Context: an optimization exercise on an open-source flow, tuned for small area and few clock cycles. The choices shown serve that exercise and are no tape-out recipe. Function was checked by simulation only, so behaviour that the tests miss may differ from the original. Power is estimated from default activity; no workload was simulated.

--- flow/run.sh ---
#!/bin/bash
# synth_recipe.tcl (not shown) runs the flow's synth.tcl, then flattens the netlist and writes it again
# the make line also repeats each setting of config.mk as NAME=value (left out here)
make -C /OpenROAD-flow-scripts/flow DESIGN_CONFIG=/design/flow/config.mk WORK_HOME=/design/flow/orfs CLKGATE_MAP_FILE= SYNTH_SCRIPT=/design/flow/synth_recipe.tcl finish
--- flow/config.mk ---
export PLATFORM = sky130hd
export DESIGN_NAME = text_to_lcd_command_stream
export DESIGN_NICKNAME = text_to_lcd_command_stream
export VERILOG_FILES = /design/flow/design.v
export SDC_FILE = /design/flow/constraint.sdc
export NUM_CORES = 4
export LEC_CHECK = 0
export ABC_AREA = 1
export CAP_MARGIN = 20
export CORE_MARGIN = 2
export CORE_UTILIZATION = 40
export SLEW_MARGIN = 20
export SYNTH_MEMORY_MAX_BITS = 16384
--- flow/constraint.sdc ---
create_clock -name core_clock -period 5.0 [get_ports {clk}]
set_input_delay 1.0000 -clock core_clock [delete_from_list [all_inputs] [get_ports {clk}]]
set_output_delay 1.0000 -clock core_clock [all_outputs]
set_load 0.01 [all_outputs]
--- flow/design.v ---
package ttlcd_pkg;
	localparam int unsigned PageCountDef = 8;
	localparam logic [7:0] LastColumn = 8'd131;
	localparam logic [7:0] WrapColumn = 8'd127;
	localparam logic [7:0] CmdPage = 8'hB0;
	localparam logic [7:0] CmdColHigh = 8'h10;
	localparam logic [7:0] CmdColLow = 8'h00;
	localparam logic [7:0] GlyphWidth = 8'd8;
	localparam logic [7:0] AlignMask = 8'hF8;
	localparam int unsigned GlyphDepth = 1024;
	localparam int unsigned GlyphAddrW = $clog2(GlyphDepth);
	localparam int unsigned ByteW = 8;
	localparam int unsigned RunBytes = 35;
	localparam int unsigned IdxW = $clog2(RunBytes);
	localparam logic [IdxW-1:0] LastIdx = IdxW'(RunBytes - 1);
	localparam logic [1:0] PosPage = 2'd0;
	localparam logic [1:0] PosColHigh = 2'd1;
	localparam logic [1:0] PosColLow = 2'd2;
	localparam logic [1:0] PosData = 2'd3;
	localparam logic [6:0] GlyphFirst = 7'd32;
	localparam int unsigned GlyphCount = 96;
	function automatic logic [39:0] font_core(input logic [6:0] idx);
		logic [39:0] row;
		case (idx)
			7'd0: row = 40'h0000000000;
			7'd1: row = 40'h00004F0000;
			7'd2: row = 40'h0000000000;
			7'd3: row = 40'h0000000000;
			7'd4: row = 40'h0000000000;
			7'd5: row = 40'h2313086462;
			7'd6: row = 40'h0000000000;
			7'd7: row = 40'h0000000000;
			7'd8: row = 40'h0000000000;
			7'd9: row = 40'h0000000000;
			7'd10: row = 40'h0000000000;
			7'd11: row = 40'h08083E0808;
			7'd12: row = 40'h0000000000;
			7'd13: row = 40'h0808080808;
			7'd14: row = 40'h6060000000;
			7'd15: row = 40'h0000000000;
			7'd16: row = 40'h3E4141413E;
			7'd17: row = 40'h44427F4040;
			7'd18: row = 40'h4261514946;
			7'd19: row = 40'h2141454B31;
			7'd20: row = 40'h1814127F10;
			7'd21: row = 40'h2745454539;
			7'd22: row = 40'h2C4A494930;
			7'd23: row = 40'h0301710907;
			7'd24: row = 40'h3649494936;
			7'd25: row = 40'h064949291E;
			7'd26: row = 40'h0036360000;
			7'd27: row = 40'h0000000000;
			7'd28: row = 40'h0000000000;
			7'd29: row = 40'h1414141414;
			7'd30: row = 40'h0000000000;
			7'd31: row = 40'h0201510906;
			7'd32: row = 40'h0000000000;
			7'd33: row = 40'h3C1211123C;
			7'd34: row = 40'h7F49494936;
			7'd35: row = 40'h3E41414122;
			7'd36: row = 40'h7F4141221C;
			7'd37: row = 40'h7F49494941;
			7'd38: row = 40'h7F09090901;
			7'd39: row = 40'h3F41494972;
			7'd40: row = 40'h7F0808087F;
			7'd41: row = 40'h00417F4100;
			7'd42: row = 40'h2040413F01;
			7'd43: row = 40'h7F08142241;
			7'd44: row = 40'h7F40404040;
			7'd45: row = 40'h7F020C027F;
			7'd46: row = 40'h7F0408027F;
			7'd47: row = 40'h3F4141413F;
			7'd48: row = 40'h7F09090906;
			7'd49: row = 40'h3F4151215E;
			7'd50: row = 40'h7F09192946;
			7'd51: row = 40'h2649494932;
			7'd52: row = 40'h01017F0101;
			7'd53: row = 40'h3F4040403F;
			7'd54: row = 40'h1F2040201F;
			7'd55: row = 40'h3F4038403F;
			7'd56: row = 40'h6314081463;
			7'd57: row = 40'h0708700807;
			7'd58: row = 40'h6151494543;
			7'd59: row = 40'h0000000000;
			7'd60: row = 40'h0000000000;
			7'd61: row = 40'h0000000000;
			7'd62: row = 40'h0000000000;
			7'd63: row = 40'h0000000000;
			7'd64: row = 40'h0000000000;
			7'd65: row = 40'h1054545478;
			7'd66: row = 40'h7F48444438;
			7'd67: row = 40'h3844444420;
			7'd68: row = 40'h384444487F;
			7'd69: row = 40'h3854545418;
			7'd70: row = 40'h087E090102;
			7'd71: row = 40'h0C5252523E;
			7'd72: row = 40'h7F08040478;
			7'd73: row = 40'h00447D4000;
			7'd74: row = 40'h2040443400;
			7'd75: row = 40'h7F10284400;
			7'd76: row = 40'h00417F4000;
			7'd77: row = 40'h7C04180478;
			7'd78: row = 40'h7C08040478;
			7'd79: row = 40'h3844444438;
			7'd80: row = 40'h7C14141408;
			7'd81: row = 40'h081414187C;
			7'd82: row = 40'h7C08040408;
			7'd83: row = 40'h4854545420;
			7'd84: row = 40'h043F444020;
			7'd85: row = 40'h3C4040207C;
			7'd86: row = 40'h1C2040201C;
			7'd87: row = 40'h3C4038403C;
			7'd88: row = 40'h4428102844;
			7'd89: row = 40'h0C5050503C;
			7'd90: row = 40'h4464544C44;
			7'd91: row = 40'h0000000000;
			7'd92: row = 40'h0000000000;
			7'd93: row = 40'h0000000000;
			7'd94: row = 40'h0000000000;
			7'd95: row = 40'h0705070000;
			default: row = 40'h0000000000;
		endcase
		font_core = row;
	endfunction
	function automatic logic [ByteW-1:0] glyph_byte(input logic [GlyphAddrW-1:0] addr);
		logic [6:0] code;
		logic [2:0] col;
		logic [39:0] row;
		logic [ByteW-1:0] res;
		code = addr[GlyphAddrW-1:3];
		col = addr[2:0];
		res = '0;
		if (code >= GlyphFirst && col >= 3'd1 && col <= 3'd5) begin
			row = font_core(7'(code - GlyphFirst));
			case (col)
				3'd1: res = row[39:32];
				3'd2: res = row[31:24];
				3'd3: res = row[23:16];
				3'd4: res = row[15:8];
				default: res = row[7:0];
			endcase
		end
		glyph_byte = res;
	endfunction
	typedef struct packed {
		logic valid;
		logic [ByteW-1:0] value;
		logic is_data;
		logic last;
		logic blank;
		logic [GlyphAddrW-1:0] rom_addr;
	} issue_t;
endpackage
module ttlcd_rom (
	input  logic [6:0] code,
	input  logic [2:0] col,
	output logic [6:0] data
);
	logic new_n18;
	logic new_n19;
	logic new_n20;
	logic new_n21;
	logic new_n22;
	logic new_n23;
	logic new_n24;
	logic new_n25;
	logic new_n26;
	logic new_n27;
	logic new_n28;
	logic new_n29;
	logic new_n30;
	logic new_n31;
	logic new_n32;
	logic new_n33;
	logic new_n34;
	logic new_n35;
	logic new_n36;
	logic new_n37;
	logic new_n38;
	logic new_n39;
	logic new_n40;
	logic new_n41;
	logic new_n42;
	logic new_n43;
	logic new_n44;
	logic new_n45;
	logic new_n46;
	logic new_n47;
	logic new_n48;
	logic new_n49;
	logic new_n50;
	logic new_n51;
	logic new_n52;
	logic new_n53;
	logic new_n54;
	logic new_n55;
	logic new_n56;
	logic new_n57;
	logic new_n58;
	logic new_n59;
	logic new_n60;
	logic new_n61;
	logic new_n62;
	logic new_n63;
	logic new_n64;
	logic new_n65;
	logic new_n66;
	logic new_n67;
	logic new_n68;
	logic new_n69;
	logic new_n70;
	logic new_n71;
	logic new_n72;
	logic new_n73;
	logic new_n74;
	logic new_n75;
	logic new_n76;
	logic new_n77;
	logic new_n78;
	logic new_n79;
	logic new_n80;
	logic new_n81;
	logic new_n82;
	logic new_n83;
	logic new_n84;
	logic new_n85;
	logic new_n86;
	logic new_n87;
	logic new_n88;
	logic new_n89;
	logic new_n90;
	logic new_n91;
	logic new_n92;
	logic new_n93;
	logic new_n94;
	logic new_n95;
	logic new_n96;
	logic new_n97;
	logic new_n98;
	logic new_n99;
	logic new_n100;
	logic new_n101;
	logic new_n102;
	logic new_n103;
	logic new_n104;
	logic new_n105;
	logic new_n106;
	logic new_n107;
	logic new_n108;
	logic new_n109;
	logic new_n110;
	logic new_n111;
	logic new_n112;
	logic new_n113;
	logic new_n114;
	logic new_n115;
	logic new_n116;
	logic new_n117;
	logic new_n118;
	logic new_n119;
	logic new_n120;
	logic new_n121;
	logic new_n122;
	logic new_n123;
	logic new_n124;
	logic new_n125;
	logic new_n126;
	logic new_n127;
	logic new_n128;
	logic new_n129;
	logic new_n130;
	logic new_n131;
	logic new_n132;
	logic new_n133;
	logic new_n134;
	logic new_n135;
	logic new_n136;
	logic new_n137;
	logic new_n138;
	logic new_n139;
	logic new_n140;
	logic new_n141;
	logic new_n142;
	logic new_n143;
	logic new_n144;
	logic new_n145;
	logic new_n146;
	logic new_n147;
	logic new_n148;
	logic new_n149;
	logic new_n150;
	logic new_n151;
	logic new_n152;
	logic new_n153;
	logic new_n154;
	logic new_n155;
	logic new_n156;
	logic new_n157;
	logic new_n158;
	logic new_n159;
	logic new_n160;
	logic new_n161;
	logic new_n162;
	logic new_n163;
	logic new_n164;
	logic new_n165;
	logic new_n166;
	logic new_n167;
	logic new_n168;
	logic new_n169;
	logic new_n170;
	logic new_n171;
	logic new_n172;
	logic new_n173;
	logic new_n174;
	logic new_n175;
	logic new_n176;
	logic new_n177;
	logic new_n178;
	logic new_n179;
	logic new_n180;
	logic new_n181;
	logic new_n182;
	logic new_n183;
	logic new_n184;
	logic new_n185;
	logic new_n186;
	logic new_n187;
	logic new_n188;
	logic new_n189;
	logic new_n190;
	logic new_n191;
	logic new_n192;
	logic new_n193;
	logic new_n194;
	logic new_n195;
	logic new_n196;
	logic new_n197;
	logic new_n198;
	logic new_n199;
	logic new_n200;
	logic new_n201;
	logic new_n202;
	logic new_n203;
	logic new_n204;
	logic new_n205;
	logic new_n206;
	logic new_n207;
	logic new_n208;
	logic new_n209;
	logic new_n210;
	logic new_n211;
	logic new_n212;
	logic new_n213;
	logic new_n214;
	logic new_n215;
	logic new_n217;
	logic new_n218;
	logic new_n219;
	logic new_n220;
	logic new_n221;
	logic new_n222;
	logic new_n223;
	logic new_n224;
	logic new_n225;
	logic new_n226;
	logic new_n227;
	logic new_n228;
	logic new_n229;
	logic new_n230;
	logic new_n231;
	logic new_n232;
	logic new_n233;
	logic new_n234;
	logic new_n235;
	logic new_n236;
	logic new_n237;
	logic new_n238;
	logic new_n239;
	logic new_n240;
	logic new_n241;
	logic new_n242;
	logic new_n243;
	logic new_n244;
	logic new_n245;
	logic new_n246;
	logic new_n247;
	logic new_n248;
	logic new_n249;
	logic new_n250;
	logic new_n251;
	logic new_n252;
	logic new_n253;
	logic new_n254;
	logic new_n255;
	logic new_n256;
	logic new_n257;
	logic new_n258;
	logic new_n259;
	logic new_n260;
	logic new_n261;
	logic new_n262;
	logic new_n263;
	logic new_n264;
	logic new_n265;
	logic new_n266;
	logic new_n267;
	logic new_n268;
	logic new_n269;
	logic new_n270;
	logic new_n271;
	logic new_n272;
	logic new_n273;
	logic new_n274;
	logic new_n275;
	logic new_n276;
	logic new_n277;
	logic new_n278;
	logic new_n279;
	logic new_n280;
	logic new_n281;
	logic new_n282;
	logic new_n283;
	logic new_n284;
	logic new_n285;
	logic new_n286;
	logic new_n287;
	logic new_n288;
	logic new_n289;
	logic new_n290;
	logic new_n291;
	logic new_n292;
	logic new_n293;
	logic new_n294;
	logic new_n295;
	logic new_n296;
	logic new_n297;
	logic new_n298;
	logic new_n299;
	logic new_n300;
	logic new_n301;
	logic new_n302;
	logic new_n303;
	logic new_n304;
	logic new_n305;
	logic new_n306;
	logic new_n307;
	logic new_n308;
	logic new_n309;
	logic new_n310;
	logic new_n311;
	logic new_n312;
	logic new_n313;
	logic new_n314;
	logic new_n315;
	logic new_n316;
	logic new_n317;
	logic new_n318;
	logic new_n319;
	logic new_n320;
	logic new_n321;
	logic new_n322;
	logic new_n323;
	logic new_n324;
	logic new_n325;
	logic new_n326;
	logic new_n327;
	logic new_n328;
	logic new_n329;
	logic new_n330;
	logic new_n331;
	logic new_n332;
	logic new_n333;
	logic new_n334;
	logic new_n335;
	logic new_n336;
	logic new_n337;
	logic new_n338;
	logic new_n339;
	logic new_n340;
	logic new_n341;
	logic new_n342;
	logic new_n343;
	logic new_n344;
	logic new_n345;
	logic new_n346;
	logic new_n347;
	logic new_n348;
	logic new_n349;
	logic new_n350;
	logic new_n351;
	logic new_n352;
	logic new_n353;
	logic new_n354;
	logic new_n355;
	logic new_n356;
	logic new_n357;
	logic new_n358;
	logic new_n359;
	logic new_n360;
	logic new_n361;
	logic new_n362;
	logic new_n363;
	logic new_n364;
	logic new_n365;
	logic new_n366;
	logic new_n367;
	logic new_n368;
	logic new_n369;
	logic new_n370;
	logic new_n371;
	logic new_n373;
	logic new_n374;
	logic new_n375;
	logic new_n376;
	logic new_n377;
	logic new_n378;
	logic new_n379;
	logic new_n380;
	logic new_n381;
	logic new_n382;
	logic new_n383;
	logic new_n384;
	logic new_n385;
	logic new_n386;
	logic new_n387;
	logic new_n388;
	logic new_n389;
	logic new_n390;
	logic new_n391;
	logic new_n393;
	logic new_n394;
	logic new_n395;
	logic new_n396;
	logic new_n397;
	logic new_n398;
	logic new_n399;
	logic new_n400;
	logic new_n401;
	logic new_n402;
	logic new_n403;
	logic new_n404;
	logic new_n405;
	logic new_n406;
	logic new_n407;
	logic new_n408;
	logic new_n409;
	logic new_n410;
	logic new_n411;
	logic new_n412;
	logic new_n413;
	logic new_n414;
	logic new_n415;
	logic new_n416;
	logic new_n417;
	logic new_n418;
	logic new_n419;
	logic new_n420;
	logic new_n421;
	logic new_n422;
	logic new_n423;
	logic new_n424;
	logic new_n425;
	logic new_n426;
	logic new_n427;
	logic new_n428;
	logic new_n429;
	logic new_n430;
	logic new_n431;
	logic new_n432;
	logic new_n433;
	logic new_n434;
	logic new_n435;
	logic new_n436;
	logic new_n437;
	logic new_n438;
	logic new_n439;
	logic new_n440;
	logic new_n441;
	logic new_n442;
	logic new_n443;
	logic new_n444;
	logic new_n445;
	logic new_n446;
	logic new_n447;
	logic new_n448;
	logic new_n449;
	logic new_n450;
	logic new_n451;
	logic new_n452;
	logic new_n454;
	logic new_n455;
	logic new_n456;
	logic new_n457;
	logic new_n458;
	logic new_n459;
	logic new_n460;
	logic new_n461;
	logic new_n462;
	logic new_n463;
	logic new_n464;
	logic new_n465;
	logic new_n466;
	logic new_n467;
	logic new_n468;
	logic new_n469;
	logic new_n470;
	logic new_n471;
	logic new_n472;
	logic new_n473;
	logic new_n474;
	logic new_n475;
	logic new_n476;
	logic new_n477;
	logic new_n478;
	logic new_n479;
	logic new_n480;
	logic new_n481;
	logic new_n482;
	logic new_n483;
	logic new_n484;
	logic new_n485;
	logic new_n486;
	logic new_n487;
	logic new_n488;
	logic new_n489;
	logic new_n490;
	logic new_n491;
	logic new_n492;
	logic new_n493;
	logic new_n494;
	logic new_n495;
	logic new_n496;
	logic new_n497;
	logic new_n498;
	logic new_n499;
	logic new_n500;
	logic new_n501;
	logic new_n502;
	logic new_n503;
	logic new_n504;
	logic new_n505;
	logic new_n506;
	logic new_n507;
	logic new_n508;
	logic new_n509;
	logic new_n510;
	logic new_n511;
	logic new_n512;
	logic new_n513;
	logic new_n514;
	logic new_n515;
	logic new_n517;
	logic new_n518;
	logic new_n519;
	logic new_n520;
	logic new_n521;
	logic new_n522;
	logic new_n523;
	logic new_n524;
	logic new_n525;
	logic new_n526;
	logic new_n527;
	logic new_n528;
	logic new_n529;
	logic new_n530;
	logic new_n531;
	logic new_n532;
	logic new_n533;
	logic new_n534;
	logic new_n535;
	logic new_n536;
	logic new_n537;
	logic new_n538;
	logic new_n539;
	logic new_n540;
	logic new_n541;
	logic new_n542;
	logic new_n543;
	logic new_n544;
	logic new_n545;
	logic new_n546;
	logic new_n548;
	logic new_n549;
	logic new_n550;
	logic new_n551;
	logic new_n552;
	logic new_n553;
	logic new_n554;
	logic new_n555;
	logic new_n556;
	logic new_n557;
	logic new_n558;
	logic new_n559;
	logic new_n560;
	logic new_n561;
	logic new_n562;
	logic new_n563;
	logic new_n564;
	logic new_n565;
	logic new_n566;
	logic new_n567;
	logic new_n568;
	logic new_n569;
	logic new_n570;
	logic new_n571;
	logic new_n572;
	logic new_n573;
	logic new_n574;
	logic new_n575;
	logic new_n576;
	logic new_n577;
	logic new_n578;
	logic new_n579;
	logic new_n580;
	logic new_n581;
	logic new_n582;
	logic new_n583;
	logic new_n584;
	logic new_n585;
	logic new_n586;
	logic new_n587;
	logic new_n588;
	assign new_n18 = ~code[4] & code[2];
	assign new_n19 = ~col[2] & new_n18;
	assign new_n20 = ~col[1] & col[0];
	assign new_n21 = code[6] & new_n20;
	assign new_n22 = ~code[5] & new_n21;
	assign new_n23 = new_n19 & new_n22;
	assign new_n24 = code[5] & code[4];
	assign new_n25 = ~code[2] & new_n24;
	assign new_n26 = ~col[2] & col[1];
	assign new_n27 = ~code[6] & new_n26;
	assign new_n28 = new_n25 & new_n27;
	assign new_n29 = code[3] & code[2];
	assign new_n30 = ~code[3] & new_n21;
	assign new_n31 = col[2] & new_n30;
	assign new_n32 = code[0] & ~new_n31;
	assign new_n33 = ~code[3] & ~code[2];
	assign new_n34 = new_n26 & ~new_n33;
	assign new_n35 = new_n32 & ~new_n34;
	assign new_n36 = ~new_n29 & ~new_n35;
	assign new_n37 = new_n24 & new_n36;
	assign new_n38 = code[6] & new_n26;
	assign new_n39 = ~col[0] & new_n38;
	assign new_n40 = col[2] & ~col[1];
	assign new_n41 = ~col[0] & new_n40;
	assign new_n42 = ~new_n26 & ~new_n41;
	assign new_n43 = code[6] & ~new_n42;
	assign new_n44 = ~code[2] & new_n43;
	assign new_n45 = ~new_n39 & new_n44;
	assign new_n46 = ~code[0] & ~new_n41;
	assign new_n47 = ~new_n45 & ~new_n46;
	assign new_n48 = new_n37 & new_n47;
	assign new_n49 = ~new_n28 & ~new_n48;
	assign new_n50 = ~new_n23 & new_n49;
	assign new_n51 = ~code[1] & ~new_n50;
	assign new_n52 = code[5] & code[0];
	assign new_n53 = ~code[6] & new_n40;
	assign new_n54 = new_n52 & new_n53;
	assign new_n55 = ~code[3] & code[2];
	assign new_n56 = ~code[4] & ~code[1];
	assign new_n57 = new_n55 & new_n56;
	assign new_n58 = new_n54 & new_n57;
	assign new_n59 = ~code[4] & code[3];
	assign new_n60 = ~col[2] & col[0];
	assign new_n61 = ~new_n53 & ~new_n60;
	assign new_n62 = ~new_n27 & new_n61;
	assign new_n63 = new_n59 & ~new_n62;
	assign new_n64 = col[1] & col[0];
	assign new_n65 = ~code[0] & ~new_n64;
	assign new_n66 = code[1] & ~col[2];
	assign new_n67 = code[5] & code[2];
	assign new_n68 = new_n66 & new_n67;
	assign new_n69 = new_n65 & new_n68;
	assign new_n70 = new_n63 & new_n69;
	assign new_n71 = ~new_n58 & ~new_n70;
	assign new_n72 = ~code[1] & ~code[0];
	assign new_n73 = code[1] & code[0];
	assign new_n74 = ~new_n72 & ~new_n73;
	assign new_n75 = ~code[5] & ~code[0];
	assign new_n76 = ~new_n74 & ~new_n75;
	assign new_n77 = col[0] & ~new_n76;
	assign new_n78 = ~col[0] & ~new_n74;
	assign new_n79 = ~new_n77 & ~new_n78;
	assign new_n80 = code[6] & new_n40;
	assign new_n81 = new_n18 & new_n80;
	assign new_n82 = ~code[6] & new_n24;
	assign new_n83 = new_n20 & new_n82;
	assign new_n84 = ~code[3] & new_n83;
	assign new_n85 = ~new_n81 & ~new_n84;
	assign new_n86 = ~new_n55 & ~new_n85;
	assign new_n87 = ~new_n79 & new_n86;
	assign new_n88 = ~code[2] & ~new_n74;
	assign new_n89 = new_n59 & new_n88;
	assign new_n90 = new_n22 & new_n89;
	assign new_n91 = ~code[1] & col[0];
	assign new_n92 = new_n27 & new_n91;
	assign new_n93 = ~new_n29 & ~new_n33;
	assign new_n94 = ~code[1] & code[0];
	assign new_n95 = code[2] & new_n94;
	assign new_n96 = new_n52 & ~new_n95;
	assign new_n97 = ~new_n93 & new_n96;
	assign new_n98 = new_n92 & new_n97;
	assign new_n99 = ~code[3] & code[0];
	assign new_n100 = code[5] & ~code[4];
	assign new_n101 = new_n99 & new_n100;
	assign new_n102 = new_n43 & new_n101;
	assign new_n103 = ~new_n98 & ~new_n102;
	assign new_n104 = ~new_n90 & new_n103;
	assign new_n105 = ~new_n87 & new_n104;
	assign new_n106 = new_n71 & new_n105;
	assign new_n107 = new_n21 & new_n63;
	assign new_n108 = new_n38 & new_n100;
	assign new_n109 = new_n55 & new_n108;
	assign new_n110 = new_n65 & new_n109;
	assign new_n111 = ~new_n107 & ~new_n110;
	assign new_n112 = code[2] & new_n74;
	assign new_n113 = ~new_n88 & ~new_n112;
	assign new_n114 = ~new_n111 & ~new_n113;
	assign new_n115 = code[1] & ~code[0];
	assign new_n116 = ~code[4] & new_n115;
	assign new_n117 = ~new_n73 & ~new_n116;
	assign new_n118 = new_n33 & ~new_n117;
	assign new_n119 = code[2] & new_n73;
	assign new_n120 = ~code[2] & ~code[1];
	assign new_n121 = code[3] & new_n120;
	assign new_n122 = ~new_n119 & ~new_n121;
	assign new_n123 = ~code[4] & ~new_n72;
	assign new_n124 = ~new_n122 & new_n123;
	assign new_n125 = ~new_n118 & ~new_n124;
	assign new_n126 = new_n24 & new_n26;
	assign new_n127 = ~new_n43 & ~new_n126;
	assign new_n128 = ~new_n125 & ~new_n127;
	assign new_n129 = code[4] & col[0];
	assign new_n130 = code[0] & new_n129;
	assign new_n131 = ~code[0] & ~new_n129;
	assign new_n132 = new_n55 & ~new_n131;
	assign new_n133 = ~new_n130 & new_n132;
	assign new_n134 = ~code[5] & code[4];
	assign new_n135 = ~code[3] & new_n94;
	assign new_n136 = new_n134 & new_n135;
	assign new_n137 = code[2] & new_n72;
	assign new_n138 = ~code[4] & new_n137;
	assign new_n139 = ~new_n136 & ~new_n138;
	assign new_n140 = ~new_n133 & new_n139;
	assign new_n141 = new_n38 & ~new_n140;
	assign new_n142 = code[5] & ~code[3];
	assign new_n143 = new_n72 & new_n142;
	assign new_n144 = new_n81 & new_n143;
	assign new_n145 = code[4] & new_n80;
	assign new_n146 = ~new_n38 & ~new_n145;
	assign new_n147 = ~code[2] & code[1];
	assign new_n148 = code[3] & ~code[0];
	assign new_n149 = new_n147 & new_n148;
	assign new_n150 = ~new_n146 & new_n149;
	assign new_n151 = ~new_n144 & ~new_n150;
	assign new_n152 = ~new_n141 & new_n151;
	assign new_n153 = ~new_n128 & new_n152;
	assign new_n154 = ~new_n114 & new_n153;
	assign new_n155 = new_n106 & new_n154;
	assign new_n156 = ~code[2] & ~col[1];
	assign new_n157 = code[0] & ~new_n119;
	assign new_n158 = code[6] & code[4];
	assign new_n159 = new_n60 & new_n158;
	assign new_n160 = ~new_n157 & new_n159;
	assign new_n161 = new_n156 & new_n160;
	assign new_n162 = ~col[0] & new_n115;
	assign new_n163 = code[2] & new_n162;
	assign new_n164 = col[0] & new_n137;
	assign new_n165 = ~code[2] & new_n94;
	assign new_n166 = ~new_n156 & ~new_n165;
	assign new_n167 = ~new_n164 & new_n166;
	assign new_n168 = ~new_n163 & new_n167;
	assign new_n169 = code[3] & new_n91;
	assign new_n170 = code[6] & new_n169;
	assign new_n171 = ~new_n168 & new_n170;
	assign new_n172 = new_n36 & new_n171;
	assign new_n173 = ~new_n161 & ~new_n172;
	assign new_n174 = new_n21 & new_n33;
	assign new_n175 = code[3] & ~col[0];
	assign new_n176 = new_n45 & new_n175;
	assign new_n177 = ~new_n174 & ~new_n176;
	assign new_n178 = ~code[1] & col[2];
	assign new_n179 = code[4] & new_n66;
	assign new_n180 = ~new_n178 & ~new_n179;
	assign new_n181 = new_n52 & ~new_n180;
	assign new_n182 = ~new_n177 & new_n181;
	assign new_n183 = new_n173 & ~new_n182;
	assign new_n184 = ~code[2] & new_n21;
	assign new_n185 = col[2] & ~new_n134;
	assign new_n186 = new_n184 & ~new_n185;
	assign new_n187 = ~new_n42 & new_n82;
	assign new_n188 = ~new_n23 & ~new_n187;
	assign new_n189 = ~new_n186 & new_n188;
	assign new_n190 = ~col[2] & new_n184;
	assign new_n191 = code[0] & new_n190;
	assign new_n192 = new_n74 & ~new_n191;
	assign new_n193 = ~new_n189 & new_n192;
	assign new_n194 = ~col[0] & new_n147;
	assign new_n195 = ~new_n91 & ~new_n194;
	assign new_n196 = new_n25 & ~new_n195;
	assign new_n197 = code[6] & ~code[5];
	assign new_n198 = code[2] & new_n197;
	assign new_n199 = ~new_n129 & new_n198;
	assign new_n200 = ~new_n196 & ~new_n199;
	assign new_n201 = code[0] & new_n40;
	assign new_n202 = ~new_n200 & new_n201;
	assign new_n203 = ~new_n193 & ~new_n202;
	assign new_n204 = ~code[3] & ~new_n203;
	assign new_n205 = code[3] & ~new_n100;
	assign new_n206 = ~col[0] & ~new_n205;
	assign new_n207 = new_n80 & new_n206;
	assign new_n208 = ~new_n83 & ~new_n187;
	assign new_n209 = code[2] & ~new_n208;
	assign new_n210 = new_n64 & new_n209;
	assign new_n211 = ~new_n207 & ~new_n210;
	assign new_n212 = new_n73 & ~new_n211;
	assign new_n213 = ~new_n204 & ~new_n212;
	assign new_n214 = new_n183 & new_n213;
	assign new_n215 = new_n155 & new_n214;
	assign data[6] = ~(~new_n51 & new_n215);
	assign new_n217 = ~new_n99 & ~new_n148;
	assign new_n218 = code[1] & new_n217;
	assign new_n219 = ~new_n162 & ~new_n218;
	assign new_n220 = ~new_n212 & ~new_n219;
	assign new_n221 = new_n209 & new_n217;
	assign new_n222 = code[4] & new_n44;
	assign new_n223 = ~code[0] & new_n175;
	assign new_n224 = ~code[5] & ~new_n223;
	assign new_n225 = code[5] & new_n223;
	assign new_n226 = ~new_n224 & ~new_n225;
	assign new_n227 = new_n222 & new_n226;
	assign new_n228 = ~new_n221 & ~new_n227;
	assign new_n229 = ~new_n220 & ~new_n228;
	assign new_n230 = new_n116 & ~new_n177;
	assign new_n231 = ~code[0] & new_n33;
	assign new_n232 = new_n122 & ~new_n231;
	assign new_n233 = new_n83 & ~new_n232;
	assign new_n234 = new_n72 & new_n233;
	assign new_n235 = ~code[3] & ~col[0];
	assign new_n236 = ~new_n217 & ~new_n235;
	assign new_n237 = new_n126 & new_n236;
	assign new_n238 = new_n119 & new_n237;
	assign new_n239 = ~new_n234 & ~new_n238;
	assign new_n240 = ~new_n230 & new_n239;
	assign new_n241 = code[4] & ~code[3];
	assign new_n242 = ~code[5] & new_n43;
	assign new_n243 = new_n241 & new_n242;
	assign new_n244 = ~code[2] & new_n243;
	assign new_n245 = ~new_n28 & ~new_n244;
	assign new_n246 = ~code[3] & col[0];
	assign new_n247 = ~new_n148 & ~new_n246;
	assign new_n248 = new_n74 & ~new_n247;
	assign new_n249 = ~new_n245 & new_n248;
	assign new_n250 = new_n84 & ~new_n113;
	assign new_n251 = col[2] & new_n250;
	assign new_n252 = code[4] & new_n65;
	assign new_n253 = new_n38 & new_n143;
	assign new_n254 = new_n252 & new_n253;
	assign new_n255 = ~code[4] & ~code[3];
	assign new_n256 = ~new_n72 & new_n255;
	assign new_n257 = new_n190 & new_n256;
	assign new_n258 = ~new_n254 & ~new_n257;
	assign new_n259 = ~code[2] & new_n185;
	assign new_n260 = new_n55 & new_n60;
	assign new_n261 = ~new_n259 & ~new_n260;
	assign new_n262 = ~new_n59 & new_n94;
	assign new_n263 = code[6] & ~col[1];
	assign new_n264 = new_n262 & new_n263;
	assign new_n265 = ~new_n261 & new_n264;
	assign new_n266 = ~code[5] & ~code[2];
	assign new_n267 = code[4] & new_n148;
	assign new_n268 = new_n266 & new_n267;
	assign new_n269 = new_n39 & new_n268;
	assign new_n270 = ~new_n265 & ~new_n269;
	assign new_n271 = new_n258 & new_n270;
	assign new_n272 = ~new_n251 & new_n271;
	assign new_n273 = ~new_n249 & new_n272;
	assign new_n274 = new_n164 & new_n243;
	assign new_n275 = ~col[2] & new_n52;
	assign new_n276 = new_n64 & new_n275;
	assign new_n277 = new_n89 & new_n276;
	assign new_n278 = ~new_n43 & new_n277;
	assign new_n279 = ~new_n274 & ~new_n278;
	assign new_n280 = ~new_n114 & new_n279;
	assign new_n281 = ~code[3] & new_n22;
	assign new_n282 = ~new_n38 & ~new_n281;
	assign new_n283 = col[0] & new_n266;
	assign new_n284 = code[5] & new_n194;
	assign new_n285 = ~new_n283 & ~new_n284;
	assign new_n286 = new_n59 & ~new_n285;
	assign new_n287 = ~col[0] & ~new_n255;
	assign new_n288 = new_n120 & ~new_n287;
	assign new_n289 = code[4] & col[2];
	assign new_n290 = ~new_n288 & ~new_n289;
	assign new_n291 = ~new_n286 & new_n290;
	assign new_n292 = ~new_n282 & ~new_n291;
	assign new_n293 = ~new_n109 & ~new_n292;
	assign new_n294 = code[0] & ~new_n293;
	assign new_n295 = new_n280 & ~new_n294;
	assign new_n296 = new_n273 & new_n295;
	assign new_n297 = new_n240 & new_n296;
	assign new_n298 = ~new_n229 & new_n297;
	assign new_n299 = new_n121 & new_n222;
	assign new_n300 = new_n298 & new_n299;
	assign new_n301 = code[5] & new_n300;
	assign new_n302 = new_n111 & new_n258;
	assign new_n303 = code[1] & ~new_n302;
	assign new_n304 = new_n30 & new_n138;
	assign new_n305 = ~new_n23 & ~new_n304;
	assign new_n306 = ~col[2] & ~new_n305;
	assign new_n307 = code[6] & new_n156;
	assign new_n308 = ~code[6] & code[2];
	assign new_n309 = new_n20 & new_n308;
	assign new_n310 = ~new_n307 & ~new_n309;
	assign new_n311 = new_n135 & ~new_n310;
	assign new_n312 = new_n67 & new_n311;
	assign new_n313 = ~new_n94 & new_n246;
	assign new_n314 = ~new_n115 & ~new_n246;
	assign new_n315 = ~new_n313 & ~new_n314;
	assign new_n316 = new_n28 & new_n315;
	assign new_n317 = ~new_n312 & ~new_n316;
	assign new_n318 = ~new_n277 & new_n317;
	assign new_n319 = ~new_n306 & new_n318;
	assign new_n320 = ~new_n303 & new_n319;
	assign new_n321 = ~new_n301 & new_n320;
	assign new_n322 = ~new_n24 & ~new_n173;
	assign new_n323 = new_n32 & new_n281;
	assign new_n324 = col[0] & new_n265;
	assign new_n325 = new_n25 & new_n94;
	assign new_n326 = new_n53 & new_n175;
	assign new_n327 = new_n325 & new_n326;
	assign new_n328 = ~new_n250 & ~new_n327;
	assign new_n329 = ~new_n324 & new_n328;
	assign new_n330 = ~new_n323 & new_n329;
	assign new_n331 = new_n21 & new_n168;
	assign new_n332 = new_n59 & new_n331;
	assign new_n333 = ~new_n274 & ~new_n332;
	assign new_n334 = new_n330 & new_n333;
	assign new_n335 = new_n241 & new_n331;
	assign new_n336 = code[0] & new_n335;
	assign new_n337 = code[5] & new_n38;
	assign new_n338 = new_n93 & new_n337;
	assign new_n339 = code[1] & new_n55;
	assign new_n340 = new_n242 & new_n339;
	assign new_n341 = ~new_n338 & ~new_n340;
	assign new_n342 = new_n252 & ~new_n341;
	assign new_n343 = ~new_n336 & ~new_n342;
	assign new_n344 = new_n334 & new_n343;
	assign new_n345 = new_n240 & new_n344;
	assign new_n346 = ~new_n322 & new_n345;
	assign new_n347 = ~code[4] & new_n147;
	assign new_n348 = new_n185 & ~new_n206;
	assign new_n349 = new_n43 & new_n348;
	assign new_n350 = new_n347 & new_n349;
	assign new_n351 = ~code[3] & col[2];
	assign new_n352 = ~code[4] & new_n242;
	assign new_n353 = ~new_n187 & ~new_n352;
	assign new_n354 = new_n351 & ~new_n353;
	assign new_n355 = new_n63 & new_n337;
	assign new_n356 = ~new_n354 & ~new_n355;
	assign new_n357 = new_n137 & ~new_n356;
	assign new_n358 = ~new_n350 & ~new_n357;
	assign new_n359 = ~new_n99 & new_n177;
	assign new_n360 = new_n160 & ~new_n359;
	assign new_n361 = ~new_n67 & ~new_n266;
	assign new_n362 = new_n241 & ~new_n361;
	assign new_n363 = ~code[0] & ~new_n67;
	assign new_n364 = new_n313 & ~new_n363;
	assign new_n365 = ~new_n362 & ~new_n364;
	assign new_n366 = new_n80 & ~new_n365;
	assign new_n367 = new_n79 & new_n366;
	assign new_n368 = new_n71 & ~new_n367;
	assign new_n369 = ~new_n360 & new_n368;
	assign new_n370 = new_n358 & new_n369;
	assign new_n371 = new_n346 & new_n370;
	assign data[5] = ~(new_n321 & new_n371);
	assign new_n373 = ~code[1] & new_n52;
	assign new_n374 = new_n27 & new_n373;
	assign new_n375 = new_n321 & ~new_n374;
	assign new_n376 = new_n18 & new_n235;
	assign new_n377 = ~new_n375 & new_n376;
	assign new_n378 = ~new_n52 & new_n369;
	assign new_n379 = ~code[3] & new_n81;
	assign new_n380 = ~new_n378 & new_n379;
	assign new_n381 = ~code[4] & new_n172;
	assign new_n382 = ~new_n332 & ~new_n335;
	assign new_n383 = ~new_n381 & new_n382;
	assign new_n384 = new_n18 & new_n337;
	assign new_n385 = ~new_n202 & ~new_n384;
	assign new_n386 = new_n169 & ~new_n385;
	assign new_n387 = new_n305 & ~new_n386;
	assign new_n388 = ~new_n360 & new_n387;
	assign new_n389 = new_n383 & new_n388;
	assign new_n390 = new_n298 & new_n389;
	assign new_n391 = ~new_n380 & new_n390;
	assign data[4] = ~(~new_n377 & new_n391);
	assign new_n393 = ~new_n83 & ~new_n128;
	assign new_n394 = new_n60 & ~new_n393;
	assign new_n395 = new_n115 & ~new_n189;
	assign new_n396 = ~new_n394 & ~new_n395;
	assign new_n397 = new_n55 & ~new_n396;
	assign new_n398 = new_n38 & new_n89;
	assign new_n399 = ~new_n79 & new_n398;
	assign new_n400 = ~new_n397 & ~new_n399;
	assign new_n401 = ~new_n52 & ~new_n400;
	assign new_n402 = new_n52 & ~new_n113;
	assign new_n403 = new_n63 & new_n402;
	assign new_n404 = ~new_n21 & ~new_n92;
	assign new_n405 = new_n66 & ~new_n148;
	assign new_n406 = code[4] & ~new_n142;
	assign new_n407 = new_n405 & ~new_n406;
	assign new_n408 = new_n18 & new_n52;
	assign new_n409 = ~new_n325 & ~new_n408;
	assign new_n410 = ~new_n407 & new_n409;
	assign new_n411 = ~new_n404 & ~new_n410;
	assign new_n412 = col[2] & new_n24;
	assign new_n413 = ~new_n283 & ~new_n412;
	assign new_n414 = ~new_n31 & new_n413;
	assign new_n415 = new_n311 & ~new_n414;
	assign new_n416 = ~new_n411 & ~new_n415;
	assign new_n417 = ~new_n403 & new_n416;
	assign new_n418 = new_n109 & new_n115;
	assign new_n419 = ~new_n144 & ~new_n418;
	assign new_n420 = ~new_n98 & new_n419;
	assign new_n421 = ~new_n274 & new_n420;
	assign new_n422 = new_n417 & new_n421;
	assign new_n423 = ~new_n401 & new_n422;
	assign new_n424 = new_n67 & new_n354;
	assign new_n425 = ~new_n20 & ~new_n53;
	assign new_n426 = new_n33 & ~new_n425;
	assign new_n427 = ~new_n200 & new_n426;
	assign new_n428 = ~new_n244 & ~new_n427;
	assign new_n429 = ~new_n424 & new_n428;
	assign new_n430 = ~new_n94 & ~new_n429;
	assign new_n431 = new_n36 & new_n349;
	assign new_n432 = ~new_n430 & ~new_n431;
	assign new_n433 = new_n204 & new_n352;
	assign new_n434 = ~new_n122 & ~new_n405;
	assign new_n435 = new_n187 & new_n434;
	assign new_n436 = code[2] & ~new_n258;
	assign new_n437 = ~new_n435 & ~new_n436;
	assign new_n438 = ~new_n433 & new_n437;
	assign new_n439 = code[5] & ~new_n177;
	assign new_n440 = ~new_n39 & ~new_n242;
	assign new_n441 = ~new_n439 & new_n440;
	assign new_n442 = ~new_n18 & ~new_n231;
	assign new_n443 = ~new_n52 & ~new_n442;
	assign new_n444 = ~new_n268 & ~new_n443;
	assign new_n445 = ~code[5] & new_n175;
	assign new_n446 = new_n74 & ~new_n445;
	assign new_n447 = ~new_n444 & new_n446;
	assign new_n448 = ~new_n441 & new_n447;
	assign new_n449 = new_n438 & ~new_n448;
	assign new_n450 = new_n432 & new_n449;
	assign new_n451 = new_n389 & new_n450;
	assign new_n452 = new_n423 & new_n451;
	assign data[3] = ~(~new_n300 & new_n452);
	assign new_n454 = ~code[0] & ~new_n423;
	assign new_n455 = data[5] & new_n454;
	assign new_n456 = ~code[5] & ~new_n383;
	assign new_n457 = ~new_n92 & ~new_n160;
	assign new_n458 = new_n97 & ~new_n457;
	assign new_n459 = ~new_n23 & ~new_n458;
	assign new_n460 = ~new_n456 & new_n459;
	assign new_n461 = ~new_n75 & ~new_n119;
	assign new_n462 = ~new_n402 & new_n461;
	assign new_n463 = new_n63 & new_n462;
	assign new_n464 = new_n29 & new_n116;
	assign new_n465 = ~new_n63 & new_n464;
	assign new_n466 = ~new_n462 & new_n465;
	assign new_n467 = ~new_n463 & ~new_n466;
	assign new_n468 = ~new_n97 & new_n467;
	assign new_n469 = new_n38 & ~new_n468;
	assign new_n470 = ~new_n54 & ~new_n187;
	assign new_n471 = code[2] & new_n235;
	assign new_n472 = ~new_n470 & new_n471;
	assign new_n473 = ~new_n109 & ~new_n269;
	assign new_n474 = ~new_n102 & new_n473;
	assign new_n475 = ~new_n472 & new_n474;
	assign new_n476 = ~code[1] & ~new_n475;
	assign new_n477 = new_n95 & new_n187;
	assign new_n478 = ~col[0] & new_n94;
	assign new_n479 = new_n108 & new_n478;
	assign new_n480 = ~new_n477 & ~new_n479;
	assign new_n481 = new_n147 & new_n237;
	assign new_n482 = ~code[3] & new_n413;
	assign new_n483 = new_n184 & new_n262;
	assign new_n484 = ~new_n482 & new_n483;
	assign new_n485 = ~new_n481 & ~new_n484;
	assign new_n486 = new_n480 & new_n485;
	assign new_n487 = ~new_n323 & new_n486;
	assign new_n488 = ~new_n233 & ~new_n304;
	assign new_n489 = col[2] & ~new_n488;
	assign new_n490 = ~code[4] & ~new_n73;
	assign new_n491 = new_n142 & ~new_n490;
	assign new_n492 = new_n331 & new_n491;
	assign new_n493 = ~new_n489 & ~new_n492;
	assign new_n494 = new_n487 & new_n493;
	assign new_n495 = ~new_n476 & new_n494;
	assign new_n496 = new_n280 & new_n495;
	assign new_n497 = ~new_n469 & new_n496;
	assign new_n498 = new_n21 & new_n37;
	assign new_n499 = ~code[1] & new_n83;
	assign new_n500 = ~new_n207 & ~new_n499;
	assign new_n501 = ~new_n83 & new_n165;
	assign new_n502 = ~new_n137 & ~new_n501;
	assign new_n503 = ~new_n500 & new_n502;
	assign new_n504 = ~new_n498 & ~new_n503;
	assign new_n505 = ~new_n351 & ~new_n504;
	assign new_n506 = ~new_n75 & ~new_n162;
	assign new_n507 = ~new_n177 & ~new_n506;
	assign new_n508 = ~new_n94 & new_n142;
	assign new_n509 = new_n45 & new_n508;
	assign new_n510 = ~new_n253 & ~new_n509;
	assign new_n511 = ~new_n507 & new_n510;
	assign new_n512 = ~new_n56 & ~new_n511;
	assign new_n513 = ~new_n505 & ~new_n512;
	assign new_n514 = new_n497 & new_n513;
	assign new_n515 = new_n460 & new_n514;
	assign data[2] = ~(~new_n455 & new_n515);
	assign new_n517 = new_n21 & new_n89;
	assign new_n518 = ~new_n312 & ~new_n517;
	assign new_n519 = ~new_n230 & new_n518;
	assign new_n520 = ~col[2] & ~new_n519;
	assign new_n521 = new_n460 & ~new_n520;
	assign new_n522 = ~new_n364 & new_n467;
	assign new_n523 = new_n81 & ~new_n522;
	assign new_n524 = ~new_n93 & new_n478;
	assign new_n525 = new_n352 & new_n524;
	assign new_n526 = ~col[1] & ~new_n73;
	assign new_n527 = ~code[3] & ~new_n526;
	assign new_n528 = new_n187 & new_n527;
	assign new_n529 = ~new_n168 & new_n528;
	assign new_n530 = ~new_n233 & ~new_n529;
	assign new_n531 = ~new_n436 & new_n530;
	assign new_n532 = ~new_n525 & new_n531;
	assign new_n533 = code[3] & code[1];
	assign new_n534 = ~new_n56 & ~new_n533;
	assign new_n535 = new_n151 & ~new_n534;
	assign new_n536 = ~new_n317 & new_n535;
	assign new_n537 = new_n102 & ~new_n361;
	assign new_n538 = new_n21 & new_n266;
	assign new_n539 = ~new_n537 & ~new_n538;
	assign new_n540 = ~new_n535 & ~new_n539;
	assign new_n541 = new_n279 & ~new_n540;
	assign new_n542 = ~new_n536 & new_n541;
	assign new_n543 = new_n532 & new_n542;
	assign new_n544 = ~new_n523 & new_n543;
	assign new_n545 = new_n358 & new_n544;
	assign new_n546 = new_n521 & new_n545;
	assign data[1] = ~(~new_n377 & new_n546);
	assign new_n548 = ~code[3] & ~code[0];
	assign new_n549 = ~new_n49 & new_n548;
	assign new_n550 = ~new_n377 & ~new_n549;
	assign new_n551 = ~code[6] & ~new_n550;
	assign new_n552 = new_n45 & new_n236;
	assign new_n553 = ~new_n128 & ~new_n552;
	assign new_n554 = code[5] & ~new_n172;
	assign new_n555 = ~new_n553 & ~new_n554;
	assign new_n556 = ~code[3] & ~new_n120;
	assign new_n557 = ~new_n65 & new_n556;
	assign new_n558 = ~new_n208 & new_n557;
	assign new_n559 = ~new_n269 & ~new_n558;
	assign new_n560 = ~new_n555 & new_n559;
	assign new_n561 = ~new_n72 & ~new_n560;
	assign new_n562 = col[0] & ~new_n419;
	assign new_n563 = ~new_n115 & ~new_n347;
	assign new_n564 = col[2] & ~new_n563;
	assign new_n565 = code[4] & ~new_n73;
	assign new_n566 = ~new_n95 & ~new_n565;
	assign new_n567 = ~new_n564 & new_n566;
	assign new_n568 = new_n22 & ~new_n29;
	assign new_n569 = ~new_n567 & new_n568;
	assign new_n570 = ~new_n562 & ~new_n569;
	assign new_n571 = col[2] & new_n33;
	assign new_n572 = ~new_n570 & ~new_n571;
	assign new_n573 = ~new_n126 & ~new_n337;
	assign new_n574 = new_n29 & ~new_n123;
	assign new_n575 = ~new_n565 & new_n574;
	assign new_n576 = ~new_n573 & new_n575;
	assign new_n577 = code[2] & ~new_n72;
	assign new_n578 = code[4] & ~new_n577;
	assign new_n579 = ~new_n19 & ~new_n578;
	assign new_n580 = new_n242 & ~new_n579;
	assign new_n581 = new_n81 & new_n162;
	assign new_n582 = ~new_n580 & ~new_n581;
	assign new_n583 = ~code[3] & ~new_n582;
	assign new_n584 = ~new_n576 & ~new_n583;
	assign new_n585 = ~new_n572 & new_n584;
	assign new_n586 = new_n438 & new_n585;
	assign new_n587 = ~new_n561 & new_n586;
	assign new_n588 = new_n521 & new_n587;
	assign data[0] = ~(~new_n551 & new_n588);
endmodule
module text_to_lcd_command_stream #(
	parameter int unsigned PAGE_COUNT = ttlcd_pkg::PageCountDef
) (
	input  logic       clk,
	input  logic       arst_n,
	input  logic       in_valid,
	output logic       in_ready,
	input  logic [7:0] char_code,
	output logic       out_valid,
	input  logic       out_ready,
	output logic [7:0] out_byte,
	output logic       is_data,
	output logic       last
);
	localparam int unsigned PageW = (PAGE_COUNT > 1) ? $clog2(PAGE_COUNT) : 1;
	localparam logic [PageW-1:0] PageMax = PageW'(PAGE_COUNT - 1);
	logic [3:0]       grp_q;
	logic [1:0]       pos_q;
	logic [6:0]       code_q;    
	logic [3:0]       cell_q;    
	logic [PageW-1:0] page_q;
	logic       idle;
	logic       last_byte;
	logic       take;
	logic       step;
	logic [7:0] col_cur;
	logic [7:0] mirrored;
	logic [6:0] glyph;
	assign idle = grp_q[3] & (pos_q == 2'd3);
	assign last_byte = grp_q[3] & (pos_q == 2'd2);
	assign in_ready = idle | (last_byte & out_ready);
	assign take = in_valid & in_ready;
	assign step = out_ready & ~idle;
	always_ff @(posedge clk or negedge arst_n) begin
		if (!arst_n) begin
			grp_q <= 4'd8;
			pos_q <= 2'd3;
			cell_q <= '0;
			page_q <= '0;
		end else begin
			if (take) begin
				grp_q <= '0;
				pos_q <= '0;
			end else if (step) begin
				{grp_q, pos_q} <= {grp_q, pos_q} + 6'd1;
			end
			if (step & last_byte) begin
				cell_q <= cell_q + 4'd1;
				if (cell_q == 4'd15) begin
					page_q <= (page_q == PageMax) ? '0 : page_q + PageW'(1);
				end
			end
		end
	end
	always_ff @(posedge clk) begin
		if (in_ready) begin
			code_q <= char_code[7] ? 7'd0 : char_code[6:0];
		end
	end
	assign col_cur = {1'b0, cell_q, 3'b000} + {4'b0, grp_q};
	assign mirrored = ttlcd_pkg::LastColumn - col_cur;
	ttlcd_rom u_font (
		.code(code_q),
		.col (grp_q[2:0]),
		.data(glyph)
	);
	assign out_valid = ~idle;
	assign is_data = (pos_q == 2'd3);
	assign last = last_byte;
	always_comb begin
		case (pos_q)
			2'd0: out_byte = ttlcd_pkg::CmdPage + 8'(page_q);
			2'd1: out_byte = ttlcd_pkg::CmdColHigh + {4'b0, mirrored[7:4]};
			2'd2: out_byte = ttlcd_pkg::CmdColLow + {4'b0, mirrored[3:0]};
			default: out_byte = {1'b0, glyph};
		endcase
	end
endmodule
==> summary.txt <==
Synth Register Bits 20; power density cells 496 nW/um^2; Post-synth ARST share 65.0%; Syn. warnings 1; clk slew on worst S/H paths 0.08 ns; CP Capture Type primary output; Inserted Clock Buffers 3; max-slew violation count 0; sequential area share after synthesis 13.8%; Fillers 1,040; worst hold-check path type register to register; most frequent cells in the layout nand2_1 (141), inv_1 (84), nor2_1 (78); initial antenna violation count 0; Post-CTS Repair Setup Buffers 0; CP max-delay cell clkdlybuf4s50_1; Mapped Nets 679; final hold vios 0; Antenna Nets Post-Route 0; Die Wd 103 um; EDFF count, synth 7; 1st-iter DRT viols 1,060; Post-Place Cells 793; most common cell after layout, fill and taps aside nand2_1; DRC viols 0; first-pass GRT wire length 29,200 um; Vias/cell 6.36; setup ws final 0.288 ns; post-synthesis cell count 636; Post-Route WL 19,500 um; clk buf depth 2; die footprint 10,600 um^2; ys flop type dfrtp_1; Setup Crit Path Kind register to primary output; clk_skew 0.00271 ns; number of global-route vias before repair 4,950; final period utilization 94.2%; Max Clk Rate 212 MHz; die height 103 um; Synth top area share 13.6%; buffer and inverter count on the worst path 3; IO buf count 23; gr usage total 38.2%; Tmin final 4.71 ns; CTS H-tree lvls 1; First-pass DRT Iterations 8; leakage 2.16 nW; cell family with most CP delay simple AND/OR/NAND/NOR gates; worst skew pair latency 0.27 ns; Core Box Area 9640 um^2; CP required 4.00 ns; PostCTS Resize Cnt 0; crit path launch code_q[1]$_SDFFCE_PP0N_; Synth area leader nand2_1; P&R area growth vs syn 11.7%; CTS tree built; Initial Utilization 40.5%; Synth area leaders nand2_1 (14%), ha_1 (9.9%), inv_1 (8.1%), nor2_1 (7.5%), dfrtp_1 (6.4%); post-cts hold buffer count 0; CTS Root Buffer Type clkbuf_8; CP max FO 8; Max Cap Viol 0; grt total ovfl 0; RePlAce Congestion 1.27; share of cells above drive strength 1 14.6%; dpl hpwl 15,000 um; number of diodes 0; site row count 36; I/O Pins 24; Max-slew headroom 57.8%; Mean Syn Cell Area 6.14 um^2; Final setup viols 0; Final Non-Filler Cells 797; Critical Path Max Stage Delay 0.48 ns; status complete, no violations; RSZ-0062 raised after global routing no; fin nets 708; placement-stage worst setup slack 0.901 ns; Hold Crit Start cell_q[0]$_DFFE_PN0P_; post-route cell area 4360 um^2; clock sink count 20; DR WL/cell 24.5 um; largest net degree at the start of global routing 18; post-synth cell types 53; Slew @ Worst Pin 0.626 ns; Crit path arrival time 3.71 ns; FF-to-FF Start pos_q[0]$_DFFE_PN1P_; Most Frequent Cell on Critical Path nor2_1; Final TNS setup 0 ns; Peak VDD IR 406 uV; CP Launch Type register; cells along the critical path inv_1 > ha_1 > inv_1 > nor2_1 > nor3_2 > o21ai_2 > nor2_4 > nand3_1 > nand3_1 > nor2_1 > nand2_1 > nor2_1 > nand4_1 > nand2_1 > a21oi_2 > clkdlybuf4s50_1; DR vias 5,066; synthesized area 3900 um^2; dpl cell area 4290 um^2
cell usage after synthesis (5+ instances only):
cell type,count
ha_1,31
o211ai_1,8
a21oi_2,5
nand3_1,43
nand2_1,141
dfrtp_1,10
nand2_2,12
nor3_1,17
nand2_4,7
nand3_2,5
inv_2,11
a21oi_1,22
nand4_1,17
edfxtp_1,7
nor2_2,10
o21ai_0,43
o21ai_1,5
nor2_1,78
a31oi_1,7
buf_6,10
inv_1,84
where the power goes:
group	internal, mW	total, mW	switching, mW
clock network	0.107	0.168	0.0608
registers	0.231	0.296	0.0654
logic	0.547	1.70	1.15
worst paths after layout:
path | end | slack [ns] | cells after the start
hold / removal | cell_q[0]$_DFFE_PN0P_ | 0.54 | 1
setup reg to reg | grp_q[3]$_DFFE_PN1P_ | 2.81 | 10
setup / recovery | out_byte[2] | 0.29 | 16
max in group asynchronous | grp_q[0]$_DFFE_PN0P_ | 3.51 | 1
hold reg to reg | cell_q[0]$_DFFE_PN0P_ | 0.54 | 1
min in group asynchronous | page_q[1]$_DFFE_PN0P_ | 1.10 | 1
kinds of logic after synthesis:
family                     after synthesis  share of synthesized area (%)
adders and majority gates               31                           9.94
and+or+nand+nor                        345                           42.6
buffers and inverters                  120                           14.3
xor gates and xnor gates                 4                          0.898
AOI/OAI and AO/OA                      116                           18.4
DFF                                     20                           13.8
per-stage QoR:
stage          hold WS (ns)  power (mW)  utilization [%]
3_3_place_gp          0.500        1.91             44.5
4_1_cts               0.534        2.08             45.2
6_report              0.536        2.16             45.2
2_1_floorplan         0.477        1.35                -
5_1_grt               0.547        2.29             45.2
3_5_place_dp          0.520        1.90             44.5
layer usage:
layer,share of wire [%],global-route usage [%]
met1,35,45.8
met2,43,60.7
met3,12,6.78
met4,10,29.4
met5,0,0
flip-flops by register name, summed over array words and instances, names as in the netlist:
| name | count |
|---|---|
| grp_q | 4 |
| pos_q | 2 |
| page_q | 3 |
| cell_q | 4 |
| code_q | 7 |
worst reg2reg max path, delay by kind of cell, from the launching register on:
family | cells | cell delay (ns)
adders and majority gates | 1 | 0.28
AOI/OAI and AO/OA | 3 | 0.32
DFF | 1 | 0.56
buffers and inverters | 3 | 0.50
and+or+nand+nor | 3 | 0.46
final cells by class:
| cell class | count | area, um^2 | area share, % |
|---|---|---|---|
| Timing Repair Buffer | 44 | 388 | 8.90 |
| Tap cell | 133 | 166 | 3.82 |
| Multi-Input combinational cell | 496 | 2810 | 64.4 |
| Inverter | 100 | 388 | 8.90 |
| Clock inverter | 1 | 30.0 | 0.689 |
| Clock buffer | 3 | 41.3 | 0.947 |
| Sequential cell | 20 | 539 | 12.4 |
Testbench counts, summed over its fixed seeds: cycles 84,008.

## what the ideal ports hide
Ports are ideal in the flow. The routed layout listed here was re-timed in OpenROAD.
Step 1 (the two cells are an assumption about what drives the block):
set clk [get_ports {clk}]
set_driving_cell -lib_cell sky130_fd_sc_hd__clkbuf_16 $clk
set_driving_cell -lib_cell sky130_fd_sc_hd__buf_2 [delete_from_list [all_inputs] $clk]
Step 2 moves the port delays by t, midway between the first and last clock arrival at a register: inputs arrive t later, outputs are due t later. That takes back most of the time a late clock gives input paths.
a / b / c = ideal / step 1 / step 2; a / b = the first two.
shift t [ns]: 0.298
setup slack, ns: 0.288 / 0.260 / 0.558
latest minus earliest clock arrival (ns): 0.003 / 0.002
worst slew at a driven data input, ns: 0.03
cell pins on the clock port's net: 1
After both steps setup and hold are still met in this run. The setup slack of this run moves by -0.028 ns with the drivers and by +0.270 ns with both steps.
